Source: an optimization exercise on an open RTL-to-GDS flow (aim: small area, a short achievable clock period and few clock cycles per item). Production flows keep margins and buffers that such runs may drop.
RTL that was checked went through simulation tests only; none was proved equivalent to the original.
Power and IR drop assume default switching activity.

==> job 5262 <==
==> flow/design.v <==
module multicycle_processor #(
    parameter int                DATA_W   = 32,
    parameter int                NUM_REGS = 16,
    parameter int                ADDR_W   = 32,
    parameter logic [ADDR_W-1:0] RESET_PC = '0
) (
    input  logic                   clk,
    input  logic                   reset,
    output logic                   imem_req,
    output logic [ADDR_W-1:0]      imem_addr,
    input  logic                   imem_ack,
    input  logic [31:0]            imem_rdata,
    output logic                   dmem_req,
    output logic                   dmem_we,
    output logic [ADDR_W-1:0]      dmem_addr,
    output logic [DATA_W-1:0]      dmem_wdata,
    input  logic                   dmem_ack,
    input  logic [DATA_W-1:0]      dmem_rdata,
    output logic                   retire,
    output logic                   halted
);
    typedef logic [DATA_W-1:0] word_t;
    logic              ireq_q, ireq_d;         
    logic [ADDR_W-1:0] fa_q, fa_d;             
    logic              retire_q, retire_d;
    logic              halted_q, halted_d;
    logic              z_q, z_d, n_q, n_d;
    logic              ev_q, ev_d;
    logic [31:0]       ir_q, ir_d;
    logic [3:0]        ra_q, ra_d;             
    logic [3:0]        rb_q, rb_d;             
    logic [15:0]       sa_q, sb_q;             
    logic [15:0]       rv_n;
    logic              pz_q, pz_d;             
    logic              ze_q, ze_d;             
    logic              pred_q, pred_d;         
    logic              xv_q, xv_d;
    logic              xalu_q, xld_q, xst_q, xwen_q;
    logic [1:0]        xarg_q;
    logic [3:0]        xwi_q;
    word_t             xa_q, xa_d, xb_q, xb_d;
    word_t             regs_q [16];
    logic [15:0]       rv_q;
    word_t  sum, alu_res, x_val;
    logic   z_alu, n_alu, x_mem, x_done, x_free, x_wr;
    always_comb begin
        sum = xa_q + (xarg_q[0] ? ~xb_q : xb_q) + word_t'(xarg_q[0]);
        unique case (xarg_q)
            2'b00, 2'b01: alu_res = sum;
            2'b10:        alu_res = xa_q & xb_q;
            default:      alu_res = xa_q | xb_q;
        endcase
        unique case (xarg_q)
            2'b00:   z_alu = ((xa_q ^ xb_q) == {(xa_q[DATA_W-2:0] | xb_q[DATA_W-2:0]), 1'b0});
            2'b01:   z_alu = (xa_q == xb_q);
            2'b10:   z_alu = ((xa_q & xb_q) == '0);
            default: z_alu = ((xa_q | xb_q) == '0);
        endcase
        n_alu = alu_res[DATA_W-1];
        x_mem  = xld_q || xst_q;
        x_done = !x_mem || dmem_ack;
        x_free = !xv_q || x_done;
        x_wr   = xv_q && x_done && xwen_q;
        x_val  = xalu_q ? alu_res : (xld_q ? dmem_rdata : xa_q);
    end
    logic [1:0]  e_op, e_arg;
    logic [3:0]  e_f;
    logic        e_alu, e_jmp, e_halt, e_limm, e_ld, e_st;
    word_t       rA_raw, rB_raw, rA, rB_sh, imm_w;
    logic        fwdA, fwdB, stall_sh, zf, nf, taken, redirect, e_go, e_free;
    logic        fetch_free, accept, halt_go;
    logic [ADDR_W-1:0] target, raddr, fa_inc, faddr;
    logic        w_pred, w_lfwd, zF_ok, zF, nF_ok, w_taken, zE, zE_ok, pred_e;
    word_t       zA, zB;
    assign e_op   = ir_q[31:30];
    assign e_arg  = ir_q[29:28];
    assign e_f    = ir_q[27:24];
    assign e_alu  = (e_op == 2'b11);
    assign e_jmp  = (e_op == 2'b10);
    assign e_halt = (e_op == 2'b01);
    assign e_limm = (e_op == 2'b00) && (e_arg == 2'b01);
    assign e_ld   = (e_op == 2'b00) && (e_arg == 2'b00);
    assign e_st   = (e_op == 2'b00) && (e_arg == 2'b10);
    assign imm_w  = DATA_W'(ir_q[23:0]);
    always_comb begin
        rA_raw = '0;
        rB_raw = '0;
        for (int i = 0; i < 16; i++) begin
            if (sa_q[i]) rA_raw = rA_raw | regs_q[i];
            if (sb_q[i]) rB_raw = rB_raw | regs_q[i];
        end
        fwdA     = xv_q && xwen_q && (xwi_q == ra_q);
        fwdB     = xv_q && xwen_q && (xwi_q == rb_q);
        rA       = fwdA ? x_val : rA_raw;
        rB_sh    = rB_raw << (e_alu ? e_f : 4'd0);
        stall_sh = (fwdB && e_alu && (e_f != 4'd0)) ||
                   (fwdA && xalu_q && e_jmp && !e_f[0] && !pred_q);
        xa_d     = e_limm ? imm_w : rA;
        xb_d     = fwdB ? x_val : rB_sh;
        zf = (xv_q && xalu_q) ? z_alu : z_q;
        nf = (xv_q && xalu_q) ? n_alu : n_q;
        unique case (e_arg)
            2'b00:   taken = 1'b1;
            2'b01:   taken = zf;
            2'b10:   taken = ~zf;
            default: taken = nf;
        endcase
        target   = e_f[0] ? ADDR_W'(ir_q[23:0]) :
                   ADDR_W'(fwdA ? (xld_q ? dmem_rdata : xa_q) : rA_raw);
        pred_e   = pz_q ? (ze_q ^ ir_q[29]) : pred_q;
        redirect = e_jmp && (taken != pred_e);
        raddr    = pred_e ? fa_q : target;
        fetch_free = !imem_req || imem_ack;
        e_go    = ev_q && !e_halt && x_free && !stall_sh && (!e_jmp || fetch_free);
        halt_go = ev_q && e_halt && x_free;
        e_free  = !ev_q || e_go;
        accept  = imem_req && imem_ack && e_free && !(e_go && redirect);
        faddr   = (ev_q && e_jmp && pred_e) ? ADDR_W'(ir_q[23:0]) : fa_q;
        fa_inc  = faddr + ADDR_W'(1);
        w_lfwd  = (imem_rdata[31:30] == 2'b10) && !imem_rdata[24] &&
                  ev_q && e_limm && (imem_rdata[19:16] == e_f);
        zA = fwdA ? (xld_q ? dmem_rdata : xa_q) : rA_raw;
        zB = fwdB ? (xld_q ? dmem_rdata : xa_q) : rB_raw;
        unique case (e_arg)
            2'b00:   zE = ((zA ^ zB) == {(zA[DATA_W-2:0] | zB[DATA_W-2:0]), 1'b0});
            2'b01:   zE = (zA == zB);
            2'b10:   zE = ((zA & zB) == '0);
            default: zE = ((zA | zB) == '0);
        endcase
        zE_ok = ev_q && e_alu && (e_f == 4'd0) && !(xalu_q && (fwdA || fwdB));
        zF_ok = !(ev_q && e_alu);
        zF    = zf;
        nF_ok = !(ev_q && e_alu) && !(xv_q && xalu_q);
        unique case (imem_rdata[29:28])
            2'b00:   w_taken = 1'b1;
            2'b01:   w_taken = zF_ok ? zF : 1'b1;
            2'b10:   w_taken = zF_ok ? ~zF : 1'b1;
            default: w_taken = nF_ok ? n_q : 1'b0;
        endcase
        w_pred  = (imem_rdata[31:30] == 2'b10) && (imem_rdata[24] || w_lfwd) && w_taken;
    end
    always_comb begin
        fa_d     = fa_q;
        ev_d     = ev_q;
        ir_d     = ir_q;
        ra_d     = ra_q;
        rb_d     = rb_q;
        pred_d   = pred_q;
        pz_d     = pz_q;
        ze_d     = ze_q;
        xv_d     = xv_q;
        halted_d = halted_q || halt_go;
        retire_d = xv_q && x_done;
        z_d      = z_q;
        n_d      = n_q;
        if (xv_q && xalu_q) begin
            z_d = z_alu;
            n_d = n_alu;
        end
        if (e_go && redirect) begin
            fa_d = raddr;
            ev_d = 1'b0;
        end else if (accept) begin
            ev_d   = 1'b1;
            fa_d   = fa_inc;
            pred_d = w_pred;
            pz_d   = (imem_rdata[31:30] == 2'b10) && (imem_rdata[24] || w_lfwd) &&
                     (imem_rdata[29] != imem_rdata[28]) && zE_ok;
            ze_d   = zE;
        end else if (e_go || halt_go) begin
            ev_d = 1'b0;
        end
        if (imem_ack && e_free) begin
            ir_d  = w_lfwd ? {imem_rdata[31:25], 1'b1, ir_q[23:0]} : imem_rdata;
            ra_d  = (imem_rdata[31:30] == 2'b11) ? imem_rdata[11:8] : imem_rdata[19:16];
            rb_d  = (imem_rdata[31:30] == 2'b11) ? imem_rdata[3:0]  : imem_rdata[27:24];
        end
        ireq_d = !halted_d && !(ev_d && ir_d[31:30] == 2'b01);
        rv_n = rv_q;
        if (x_wr) rv_n[xwi_q] = 1'b1;
        if (e_go)        xv_d = 1'b1;
        else if (x_done) xv_d = 1'b0;
    end
    always_ff @(posedge clk) begin
        ir_q   <= ir_d;
        ra_q   <= ra_d;
        rb_q   <= rb_d;
        pred_q <= pred_d;
        pz_q   <= pz_d;
        ze_q   <= ze_d;
        for (int i = 0; i < 16; i++) begin
            sa_q[i] <= (ra_d == 4'(i)) && rv_n[i];
            sb_q[i] <= (rb_d == 4'(i)) && rv_n[i];
        end
    end
    always_ff @(posedge clk) begin
        if (e_go) begin
            xalu_q <= e_alu;
            xld_q  <= e_ld;
            xst_q  <= e_st;
            xwen_q <= e_alu || e_ld || e_limm || (e_op == 2'b00 && e_arg == 2'b11);
            xwi_q  <= e_alu ? ir_q[19:16] : e_f;
            xarg_q <= e_arg;
            xa_q   <= xa_d;
            xb_q   <= xb_d;
        end
        for (int i = 0; i < 16; i++)
            if (x_wr && xwi_q == 4'(i)) regs_q[i] <= x_val;
    end
    always_ff @(posedge clk or negedge reset) begin
        if (!reset) begin
            ireq_q   <= 1'b0;
            fa_q     <= RESET_PC;
            retire_q <= 1'b0;
            halted_q <= 1'b0;
            z_q      <= 1'b0;
            n_q      <= 1'b0;
            ev_q     <= 1'b0;
            xv_q     <= 1'b0;
            rv_q     <= '0;
        end else begin
            ireq_q   <= ireq_d;
            fa_q     <= fa_d;
            retire_q <= retire_d;
            halted_q <= halted_d;
            z_q      <= z_d;
            n_q      <= n_d;
            ev_q     <= ev_d;
            xv_q     <= xv_d;
            if (x_wr) rv_q[xwi_q] <= 1'b1;
        end
    end
    assign imem_req   = ireq_q;
    assign imem_addr  = faddr;
    assign dmem_req   = xv_q && x_mem;
    assign dmem_we    = xst_q;
    assign dmem_addr  = ADDR_W'(xa_q);
    assign dmem_wdata = xb_q;
    assign retire     = retire_q;
    assign halted     = halted_q;
endmodule
==> flow/flow/run.sh <==
#!/bin/bash
# The standard layout (standard.sh, all steps, the standard synthesis
# unchanged), except that the ports are buffered with the smallest buffer
# instead of the one buffer_ports picks by itself; timing repair resizes them
# where a path needs it.
set -euo pipefail
bash standard.sh "BUFFER_PORTS_ARGS=-buffer_cell sky130_fd_sc_hd__buf_1" finish > standard_flow.log 2>&1
==> flow/standard.sh <==
#!/bin/bash
# synth_recipe.tcl (not shown) runs the flow's synth.tcl, then flattens the netlist and writes it again
# the make line also repeats each setting of config.mk as NAME=value (left out here)
make -C /OpenROAD-flow-scripts/flow DESIGN_CONFIG=/design/flow/config.mk WORK_HOME=/design/flow/orfs CLKGATE_MAP_FILE= SYNTH_SCRIPT=/design/flow/synth_recipe.tcl "${@:-finish}"
==> flow/config.mk <==
export PLATFORM = sky130hd
export DESIGN_NAME = multicycle_processor
export DESIGN_NICKNAME = multicycle_processor
export VERILOG_FILES = /design/flow/design.v
export SDC_FILE = /design/flow/constraint.sdc
export NUM_CORES = 4
export LEC_CHECK = 0
export ABC_CLOCK_PERIOD_IN_PS = 3500
export CAP_MARGIN = 20
export CORE_MARGIN = 2
export CORE_UTILIZATION = 35
export SETUP_SLACK_MARGIN = 5
export SLEW_MARGIN = 20
==> flow/constraint.sdc <==
create_clock -name core_clock -period 9.0 [get_ports {clk}]
set_input_delay 1.8000 -clock core_clock [delete_from_list [all_inputs] [get_ports {clk}]]
set_output_delay 1.8000 -clock core_clock [all_outputs]
set_load 0.01 [all_outputs]
==> job 606 (differences from job 5262) <==
--- a/flow/design.v
+++ b/flow/design.v
@@ -34,3 +34,5 @@
     logic              pz_q, pz_d;             
-    logic              ze_q, ze_d;             
+    logic              zt_q, zt_d;             
+    logic              sa_j_q, sa_j_d;         
+    logic              sb_j_q, sb_j_d;         
     logic              pred_q, pred_d;         
@@ -73,3 +75,2 @@
     logic        w_pred, w_lfwd, zF_ok, zF, nF_ok, w_taken, zE, zE_ok, pred_e;
-    word_t       zA, zB;
     assign e_op   = ir_q[31:30];
@@ -109,3 +110,3 @@
                    ADDR_W'(fwdA ? (xld_q ? dmem_rdata : xa_q) : rA_raw);
-        pred_e   = pz_q ? (ze_q ^ ir_q[29]) : pred_q;
+        pred_e   = pz_q ? zt_q : pred_q;
         redirect = e_jmp && (taken != pred_e);
@@ -117,3 +118,3 @@
         accept  = imem_req && imem_ack && e_free && !(e_go && redirect);
-        faddr   = (ev_q && e_jmp && pred_e) ? ADDR_W'(ir_q[23:0]) : fa_q;
+        faddr   = (sa_j_q || (sb_j_q && zt_q)) ? ADDR_W'(ir_q[23:0]) : fa_q;
         fa_inc  = faddr + ADDR_W'(1);
@@ -121,11 +122,5 @@
                   ev_q && e_limm && (imem_rdata[19:16] == e_f);
-        zA = fwdA ? (xld_q ? dmem_rdata : xa_q) : rA_raw;
-        zB = fwdB ? (xld_q ? dmem_rdata : xa_q) : rB_raw;
-        unique case (e_arg)
-            2'b00:   zE = ((zA ^ zB) == {(zA[DATA_W-2:0] | zB[DATA_W-2:0]), 1'b0});
-            2'b01:   zE = (zA == zB);
-            2'b10:   zE = ((zA & zB) == '0);
-            default: zE = ((zA | zB) == '0);
-        endcase
-        zE_ok = ev_q && e_alu && (e_f == 4'd0) && !(xalu_q && (fwdA || fwdB));
+        zE    = fwdB ? (rA_raw == xa_q) : (rA_raw == rB_raw);
+        zE_ok = ev_q && e_alu && (e_arg == 2'b01) && (e_f == 4'd0) && !fwdA &&
+                !(fwdB && (xalu_q || xld_q));
         zF_ok = !(ev_q && e_alu);
@@ -149,3 +144,5 @@
         pz_d     = pz_q;
-        ze_d     = ze_q;
+        zt_d     = zt_q;
+        sa_j_d   = sa_j_q;
+        sb_j_d   = sb_j_q;
         xv_d     = xv_q;
@@ -160,4 +157,6 @@
         if (e_go && redirect) begin
-            fa_d = raddr;
-            ev_d = 1'b0;
+            fa_d   = raddr;
+            ev_d   = 1'b0;
+            sa_j_d = 1'b0;
+            sb_j_d = 1'b0;
         end else if (accept) begin
@@ -168,5 +167,9 @@
                      (imem_rdata[29] != imem_rdata[28]) && zE_ok;
-            ze_d   = zE;
+            zt_d   = zE ^ imem_rdata[29];
+            sa_j_d = w_pred && !pz_d;
+            sb_j_d = pz_d;
         end else if (e_go || halt_go) begin
-            ev_d = 1'b0;
+            ev_d   = 1'b0;
+            sa_j_d = 1'b0;
+            sb_j_d = 1'b0;
         end
@@ -189,3 +192,3 @@
         pz_q   <= pz_d;
-        ze_q   <= ze_d;
+        zt_q   <= zt_d;
         for (int i = 0; i < 16; i++) begin
@@ -218,2 +221,4 @@
             ev_q     <= 1'b0;
+            sa_j_q   <= 1'b0;
+            sb_j_q   <= 1'b0;
             xv_q     <= 1'b0;
@@ -228,2 +233,4 @@
             ev_q     <= ev_d;
+            sa_j_q   <= sa_j_d;
+            sb_j_q   <= sb_j_d;
             xv_q     <= xv_d;
--- a/flow/config.mk
+++ b/flow/config.mk
@@ -11,2 +11,3 @@
 export CORE_UTILIZATION = 35
+export CTS_BUF_LIST = sky130_fd_sc_hd__clkbuf_4
 export SETUP_SLACK_MARGIN = 5
==> job 7156 (differences from job 5262) <==
--- a/flow/design.v
+++ b/flow/design.v
@@ -33,4 +33,2 @@
     logic [15:0]       rv_n;
-    logic              pz_q, pz_d;             
-    logic              ze_q, ze_d;             
     logic              pred_q, pred_d;         
@@ -72,4 +70,3 @@
     logic [ADDR_W-1:0] target, raddr, fa_inc, faddr;
-    logic        w_pred, w_lfwd, zF_ok, zF, nF_ok, w_taken, zE, zE_ok, pred_e;
-    word_t       zA, zB;
+    logic        w_pred, w_lfwd, zF_ok, zF, nF_ok, w_taken;
     assign e_op   = ir_q[31:30];
@@ -109,5 +106,4 @@
                    ADDR_W'(fwdA ? (xld_q ? dmem_rdata : xa_q) : rA_raw);
-        pred_e   = pz_q ? (ze_q ^ ir_q[29]) : pred_q;
-        redirect = e_jmp && (taken != pred_e);
-        raddr    = pred_e ? fa_q : target;
+        redirect = e_jmp && (taken != pred_q);
+        raddr    = pred_q ? fa_q : target;
         fetch_free = !imem_req || imem_ack;
@@ -117,3 +113,3 @@
         accept  = imem_req && imem_ack && e_free && !(e_go && redirect);
-        faddr   = (ev_q && e_jmp && pred_e) ? ADDR_W'(ir_q[23:0]) : fa_q;
+        faddr   = (ev_q && e_jmp && pred_q) ? ADDR_W'(ir_q[23:0]) : fa_q;
         fa_inc  = faddr + ADDR_W'(1);
@@ -121,11 +117,2 @@
                   ev_q && e_limm && (imem_rdata[19:16] == e_f);
-        zA = fwdA ? (xld_q ? dmem_rdata : xa_q) : rA_raw;
-        zB = fwdB ? (xld_q ? dmem_rdata : xa_q) : rB_raw;
-        unique case (e_arg)
-            2'b00:   zE = ((zA ^ zB) == {(zA[DATA_W-2:0] | zB[DATA_W-2:0]), 1'b0});
-            2'b01:   zE = (zA == zB);
-            2'b10:   zE = ((zA & zB) == '0);
-            default: zE = ((zA | zB) == '0);
-        endcase
-        zE_ok = ev_q && e_alu && (e_f == 4'd0) && !(xalu_q && (fwdA || fwdB));
         zF_ok = !(ev_q && e_alu);
@@ -148,4 +135,2 @@
         pred_d   = pred_q;
-        pz_d     = pz_q;
-        ze_d     = ze_q;
         xv_d     = xv_q;
@@ -166,5 +151,2 @@
             pred_d = w_pred;
-            pz_d   = (imem_rdata[31:30] == 2'b10) && (imem_rdata[24] || w_lfwd) &&
-                     (imem_rdata[29] != imem_rdata[28]) && zE_ok;
-            ze_d   = zE;
         end else if (e_go || halt_go) begin
@@ -188,4 +170,2 @@
         pred_q <= pred_d;
-        pz_q   <= pz_d;
-        ze_q   <= ze_d;
         for (int i = 0; i < 16; i++) begin
--- a/flow/config.mk
+++ b/flow/config.mk
@@ -10,3 +10,3 @@
 export CORE_MARGIN = 2
-export CORE_UTILIZATION = 35
+export CORE_UTILIZATION = 45
 export SETUP_SLACK_MARGIN = 5
==> run notes <==
- Synthesized cell count: job 7156 < job 606 < job 5262.
- Routed wire length: job 7156 < job 606 < job 5262.
- Against job 606, the worst hold slack of job 7156 is better by 0.0063 ns.
- Die area: job 5262 > job 606 > job 7156.
- Register-to-register slack is about the same in job 606 and job 7156.
- Sequential share of layout area: job 606 is higher than job 5262 (2.0 points).
- Job 606 completed without violations. Job 5262 went through all stages and came out clean. Job 7156 completed with no timing, DRC or antenna violations.
==> figures <==
Run status: job 606 no timing/DRC/antenna violations; job 5262 no timing/DRC/antenna violations; job 7156 no timing/DRC/antenna violations
Clock network share of area: job 606 4.90%; job 5262 5.96%; job 7156 6.26%
Worst path required time: job 606 7.20 ns; job 5262 7.20 ns; job 7156 9.38 ns
Simple logic cell fraction of the synthesized area: job 606 11.8%; job 5262 12.3%; job 7156 11.0%
Sequential power: job 606 5.02 mW; job 5262 5.10 mW; job 7156 4.82 mW
Power per Cell Area: job 606 320 nW/µm²; job 5262 370 nW/µm²; job 7156 322 nW/µm²
Wire length of the first global-routing pass: job 606 224000 µm; job 5262 233000 µm; job 7156 217000 µm
Total of flip-flops plus latches after synthesis: job 606 718; job 5262 716; job 7156 714
Top layer used by detailed routing: job 606 met4; job 5262 met5; job 7156 met5
Proportion of cell area occupied by registers: job 606 47.0%; job 5262 45.0%; job 7156 48.5%
Combinational Power: job 606 6.56 mW; job 5262 8.58 mW; job 7156 5.62 mW
Initial antenna violation count: job 606 2; job 5262 6; job 7156 0
Final wirelength: job 606 161000 µm; job 5262 169000 µm; job 7156 156000 µm
Total nets after synthesis: job 606 3588; job 5262 3806; job 7156 3417
Testbench counts of job 606, summed over its fixed seeds: cycles 73,517, instructions 72,675.
Testbench counts of job 7156, summed over its fixed seeds: cycles 76,259, instructions 72,675.
For job 5262, only the layout was checked, not whether the RTL still works.

==> separate check: timing with driven ports <==
In the flow no input, the clock included, has a driving cell. The finished layouts below were timed again as built, in two steps. Step 1, drivers: a clkbuf_16 drives clk and a buf_2 each remaining input, both assumed. Step 2, shift: input delay + t, output delay - t, t = (earliest + latest rising clock arrival at the registers) / 2. This alone moves slack from input paths to output paths. Slacks: ideal ports / drivers / drivers and shift; pairs: ideal ports / drivers.
run | t (ns) | setup WS [ns] | worst hold slack (ns) | clock arrival spread, ns | slew at the worst register clock pin (ns)
job 5262 | 0.718 | 4.775 / 4.707 / 4.377 | 0.460 / 0.460 / 0.460 | 0.067 / 0.067 | 0.07 / 0.07
job 606 | 1.115 | 4.688 / 4.626 / 4.449 | 0.460 / 0.460 / 0.460 | 0.112 / 0.111 | 0.08 / 0.08
job 7156 | 0.718 | 4.938 / 4.938 / 4.431 | 0.466 / 0.466 / 0.466 | 0.060 / 0.060 | 0.07 / 0.07
After both steps every run listed still meets setup and hold. For job 7156, which loses most, drivers alone change the setup slack by 0.000 ns; drivers and shift together by -0.507 ns.
